Source: an optimization exercise on an open RTL-to-GDS flow (aim: small area, a short achievable clock period and few clock cycles per item). Production flows keep margins and buffers that such runs may drop.
In this exercise RTL edits were held to simulation tests only and were not proved equivalent to the original.
Power figures rest on the tool's default switching activity, not on a simulated workload.

==> flow/design.v (excerpt) <==
module mac_dsp_pipe #(
  parameter int A_WIDTH     = 25,
  parameter int B_WIDTH     = 18,
  parameter int ACC_WIDTH   = 48,
  parameter int PIPE_STAGES = 1
) (
  input  logic                 clk_i,
  input  logic                 rst_i,
  input  logic                 valid_i,
  output logic                 ready_o,
  input  logic [A_WIDTH-1:0]   a_i,
  input  logic [B_WIDTH-1:0]   b_i,
  input  logic                 clr_i,
  input  logic                 last_i,
  output logic                 valid_o,
  input  logic                 ready_i,
  output logic [ACC_WIDTH-1:0] acc_o,
  output logic                 ovf_o
);
clock: 7.0 ns
lec_check: 0
cap_margin: 20
core_margin: 2
core_utilization: 40
place_density: 0.6
setup_slack_margin: 3
slew_margin: 20
standard.sh (not shown) runs the stock make flow with config.mk's settings and CLKGATE_MAP_FILE= SYNTH_SCRIPT=/design/flow/synth_recipe.tcl, a recipe that flattens the netlist after the stock synthesis.
==> flow/flow/run.sh <==
#!/bin/bash
# Standard layout, with one netlist step between synthesis and floorplan: fixinv.py removes the
# inverters that Yosys leaves between full-adder cells (a full adder is self-dual, so a cell can
# compute on complemented signals instead). The new netlist is used only if ABC's cec proves it
# equivalent to the standard synthesis (registers paired by name); else the standard one is kept.
set -uo pipefail
export PATH="$FLOW_HOME/../tools/install/yosys/bin:$FLOW_HOME/../tools/install/OpenROAD/bin:$PATH"
R=orfs/results/${FLOW_PLATFORM}/mac_dsp_pipe/base
bash standard.sh synth > synth.log 2>&1 || { echo "synthesis failed"; exit 1; }
cp "$R/1_2_yosys.v" standard_synth.v
if python3 flow/fixinv.py standard_synth.v fixed_synth.v > fixinv.log 2>&1 \
   && bash flow/cec.sh standard_synth.v fixed_synth.v > cec.log 2>&1 \
   && grep -q "Networks are equivalent" cec.log; then
  echo "using the netlist with full-adder polarities fixed"
  cp fixed_synth.v "$R/1_2_yosys.v"
  touch "$R/1_2_yosys.v"
else
  echo "keeping the standard netlist"
fi
bash standard.sh > layout.log 2>&1 || { echo "layout failed"; exit 1; }
test -f out/final.def
==> flow/flow/cec.sh <==
#!/bin/bash
# usage: cec.sh gold.v gate.v  -> combinational equivalence (registers matched by name) with ABC
set -e
t=$(mktemp -d)
cat $1 $2 > $t/both.v
python3 $(dirname "$0")/lib2v.py ${LIB:-/OpenROAD-flow-scripts/flow/platforms/sky130hd/lib/sky130_fd_sc_hd__tt_025C_1v80.lib} $t/both.v > $t/cells.v
for x in gold gate; do
  f=$1; [ $x = gate ] && f=$2
  python3 $(dirname "$0")/cutff.py $f > $t/$x.v
  yosys -q -p "read_verilog $t/cells.v; read_verilog $t/$x.v; hierarchy -top mac_dsp_pipe; flatten; techmap; opt -purge; write_blif $t/$x.blif" >/dev/null
done
yosys-abc -c "cec -n $t/gold.blif $t/gate.blif"
rm -rf $t
==> flow/flow/fixinv.py <==
#!/usr/bin/env python3
"""Remove inverters around full adders in a Yosys netlist of sky130 cells.

A full adder is self-dual: FA(~a, ~b, ~c) = (~sum, ~carry). The script picks, for each fa cell,
whether it computes on complemented signals (a local search that minimises the number of
signals that then need an inverter), removes the netlist's inverters, and inserts one inverter
per signal whose complement some load needs. The function of the netlist is unchanged.
usage: fixinv.py in.v out.v
"""
import re, sys, random

src = open(sys.argv[1]).read()
OUT_PINS = {'X', 'Y', 'Q', 'Q_N', 'SUM', 'COUT', 'HI', 'LO'}
inst_re = re.compile(r'^  (sky130_fd_sc_hd__\w+) +(\S+) +\((.*?)\n  \);\n', re.S | re.M)
pin_re = re.compile(r'\.(\w+)\((.*?)\)(?:,|\s*$)', re.S)

insts = []
for m in inst_re.finditer(src):
    typ, name, body = m.group(1), m.group(2), m.group(3)
    pins = [(p, n.strip()) for p, n in pin_re.findall(body)]
    insts.append(dict(typ=typ, name=name, pins=pins, span=m.span()))
head = src[:insts[0]['span'][0]]
tail = src[insts[-1]['span'][1]:]
# the text between instances must be empty (only instances are rewritten)
for a, b in zip(insts, insts[1:]):
    assert src[a['span'][1]:b['span'][0]].strip() == '', 'unexpected text between cells'
ports = set()
for m in re.finditer(r'^\s*(input|output)\s+(\[[^\]]*\]\s*)?(\S+);', head, re.M):
    ports.add(m.group(3))
def base_net(n):
    n = n.strip()
    if n.startswith('\\'): return n.split(' ')[0]
    return re.sub(r'\[\d+\]$', '', n)
def is_port(n): return base_net(n) in ports

is_inv = lambda t: re.search(r'__(clk)?inv(lp)?_\d+$', t) is not None
is_fa = lambda t: re.search(r'__fa_\d+$', t) is not None

driver = {}
for i, c in enumerate(insts):
    for p, n in c['pins']:
        if p in OUT_PINS:
            driver[n] = (i, p)
# removable inverters: input and output not ports
inv_ok = set()
for i, c in enumerate(insts):
    if is_inv(c['typ']):
        d = dict(c['pins'])
        if not is_port(d['Y']) and not is_port(d['A']):
            inv_ok.add(i)
def root(n):
    pol = 0
    seen = 0
    while n in driver and driver[n][0] in inv_ok:
        n = dict(insts[driver[n][0]]['pins'])['A']; pol ^= 1; seen += 1
        assert seen < 100
    return n, pol

# loads: (inst index, pin idx, root, pol)
loads = []
for i, c in enumerate(insts):
    if i in inv_ok: continue
    for k, (p, n) in enumerate(c['pins']):
        if p in OUT_PINS or not n or n.startswith("1'b"): continue
        r, pol = root(n)
        loads.append((i, k, r, pol))
# root -> loads
from collections import defaultdict
by_root = defaultdict(list)
for L in loads: by_root[L[2]].append(L)
fa_idx = [i for i, c in enumerate(insts) if is_fa(c['typ'])]
flip = defaultdict(int)
def drv_flip(r):
    d = driver.get(r)
    return flip[d[0]] if d and is_fa(insts[d[0]]['typ']) else 0
def cost_root(r):
    ph = drv_flip(r)
    for (i, k, _, pol) in by_root[r]:
        if pol ^ flip[i] != ph: return 1
    return 0
# roots touched by each fa
touch = defaultdict(set)
for i in fa_idx:
    for p, n in insts[i]['pins']:
        if p in OUT_PINS: touch[i].add(n)
        elif n and not n.startswith("1'b"): touch[i].add(root(n)[0])
total = sum(cost_root(r) for r in by_root)
start_cost = total
random.seed(1)
for it in range(50):
    improved = False
    order = fa_idx[:]; random.shuffle(order)
    for i in order:
        before = sum(cost_root(r) for r in touch[i])
        flip[i] ^= 1
        after = sum(cost_root(r) for r in touch[i])
        if after < before or (after == before and random.random() < 0.1 and it < 25):
            total += after - before
            improved = improved or after < before
        else:
            flip[i] ^= 1
    if not improved and it >= 25: break
total = sum(cost_root(r) for r in by_root)
n_inv_before = len(inv_ok)

# rebuild
def esc(n): return n + ' ' if n.startswith('\\') else n
newpin = {}
neg_net = {}
extra = []
wires = []
cnt = 0
for r, Ls in by_root.items():
    ph = drv_flip(r)
    for (i, k, _, pol) in Ls:
        need = pol ^ flip[i]
        if need == ph:
            newpin[(i, k)] = r
        else:
            if r not in neg_net:
                nn = f"_fixinv_n{cnt}_"; cnt += 1
                neg_net[r] = nn
                wires.append(f"  wire {nn};\n")
                extra.append(f"  sky130_fd_sc_hd__inv_1 _fixinv_i{cnt}_ (\n    .A({esc(r)}),\n    .Y({nn})\n  );\n")
            newpin[(i, k)] = neg_net[r]
out = [head.replace('\nendmodule', '') if False else head]
out.extend(wires)
for i, c in enumerate(insts):
    if i in inv_ok: continue
    pins = []
    for k, (p, n) in enumerate(c['pins']):
        n2 = newpin.get((i, k), n)
        pins.append(f"    .{p}({esc(n2)})")
    out.append(f"  {c['typ']} {c['name']} (\n" + ",\n".join(pins) + "\n  );\n")
out.extend(extra)
out.append(tail)
open(sys.argv[2], 'w').write("".join(out))
sys.stderr.write(f"fixinv: {len(fa_idx)} full adders, {sum(flip[i] for i in fa_idx)} flipped; "
                 f"inverters {n_inv_before} -> {len(extra)}\n")
Other scripts of this flow, unchanged in this note and not shown: flow/flow/cutff.py, flow/flow/lib2v.py
Testbench counts at the start, summed over its fixed seeds: cycles 16,090, samples 16,066.
Rerun with:
--- a/flow/flow/cec.sh
+++ b/flow/flow/cec.sh
@@ -2,5 +2,5 @@
 # usage: cec.sh gold.v gate.v  -> combinational equivalence (registers matched by name) with ABC
 set -e
-t=$(mktemp -d)
+t=$(mktemp -d -p .)
 cat $1 $2 > $t/both.v
 python3 $(dirname "$0")/lib2v.py ${LIB:-/OpenROAD-flow-scripts/flow/platforms/sky130hd/lib/sky130_fd_sc_hd__tt_025C_1v80.lib} $t/both.v > $t/cells.v
--- a/flow/flow/fixinv.py
+++ b/flow/flow/fixinv.py
@@ -37,4 +37,13 @@
 is_fa = lambda t: re.search(r'__fa_\d+$', t) is not None
 
+# single-output cells with a complementary cell of the same inputs: (cell, its output pin)
+COMP = {}
+for a, b in [('nand2_1', 'and2_1'), ('nor2_1', 'or2_1'), ('xor2_1', 'xnor2_1'), ('a21oi_1', 'a21o_1'),
+             ('a22oi_1', 'a22o_1'), ('o21ai_1', 'o21a_1'), ('nand3_1', 'and3_1'), ('nor3_1', 'or3_1'),
+             ('a211oi_1', 'a211o_1'), ('o211ai_1', 'o211a_1'), ('a31oi_1', 'a31o_1'), ('o22ai_1', 'o22a_1')]:
+    COMP['sky130_fd_sc_hd__' + a] = 'sky130_fd_sc_hd__' + b
+    COMP['sky130_fd_sc_hd__' + b] = 'sky130_fd_sc_hd__' + a
+def outpin(t):
+    return 'Y' if re.search(r'__(nand|nor|xnor|a\d+oi|o\d+ai|inv|clkinv)', t) else 'X'
 driver = {}
 for i, c in enumerate(insts):
@@ -74,5 +83,11 @@
     d = driver.get(r)
     return flip[d[0]] if d and is_fa(insts[d[0]]['typ']) else 0
+def comp_root(r):
+    d = driver.get(r)
+    return d is not None and insts[d[0]]['typ'] in COMP and not is_port(r)
 def cost_root(r):
+    if comp_root(r):
+        needs = set(pol ^ flip[i] for (i, k, _, pol) in by_root[r])
+        return 1 if len(needs) > 1 else 0
     ph = drv_flip(r)
     for (i, k, _, pol) in by_root[r]:
@@ -108,9 +123,21 @@
 newpin = {}
 neg_net = {}
+swapped = 0
+for r, Ls in by_root.items():
+    if comp_root(r):
+        needs = set(pol ^ flip[i] for (i, k, _, pol) in Ls)
+        if needs == {1}:
+            di = driver[r][0]
+            c = insts[di]
+            t2 = COMP[c['typ']]
+            c['pins'] = [((outpin(t2) if p == outpin(c['typ']) else p), n) for p, n in c['pins']]
+            c['typ'] = t2
+            flip[('drv', r)] = 1
+            swapped += 1
 extra = []
 wires = []
 cnt = 0
 for r, Ls in by_root.items():
-    ph = drv_flip(r)
+    ph = drv_flip(r) ^ flip[('drv', r)]
     for (i, k, _, pol) in Ls:
         need = pol ^ flip[i]
@@ -137,3 +164,3 @@
 open(sys.argv[2], 'w').write("".join(out))
 sys.stderr.write(f"fixinv: {len(fa_idx)} full adders, {sum(flip[i] for i in fa_idx)} flipped; "
-                 f"inverters {n_inv_before} -> {len(extra)}\n")
+                 f"{swapped} cells complemented; inverters {n_inv_before} -> {len(extra)}\n")
--- a/flow/config.mk
+++ b/flow/config.mk
@@ -8,6 +8,6 @@
 export CAP_MARGIN = 20
 export CORE_MARGIN = 2
-export CORE_UTILIZATION = 40
-export PLACE_DENSITY = 0.6
-export SETUP_SLACK_MARGIN = 3
+export CORE_UTILIZATION = 60
+export PLACE_DENSITY = 0.75
+export SETUP_SLACK_MARGIN = 3.25
 export SLEW_MARGIN = 20
Outcome: Clock power came out higher by 2.1%; clock-buffer cell count stays the same; sequential cell count is unchanged; final area rose by 2.6%; maximum frequency grows by 0.71%.

-- static timing again, ports no longer ideal --
The results above use ideal ports. As a check the final layouts listed here were re-extracted and re-timed, cells and wires unchanged.
Step 1, drivers: a clkbuf_16 drives clk_i and a buf_2 each remaining input, both assumed.
Step 2 adds t to the input delays and takes it off the output delays; t is the mean of the earliest and latest rising clock arrival at the registers after step 1. Input paths then give back, and output paths get back, about the clock's delay inside the block.
Three values: ideal, step 1, step 2; two values: the first two.
run | shift t [ns] | setup slack, ns | worst hold slack (ns) | latest minus earliest clock arrival (ns) | pins driven straight from the clock port
the first run | 0.520 | 3.108 / 3.108 / 3.040 | 0.457 / 0.457 / 0.457 | 0.015 / 0.015 | 1
the second run | 0.500 | 3.135 / 3.135 / 2.943 | 0.439 / 0.439 / 0.439 | 0.018 / 0.018 | 1
After both steps setup and hold are still met in every run listed. For the second run, which loses most, drivers alone change the setup slack by 0.000 ns; drivers and shift together by -0.192 ns.
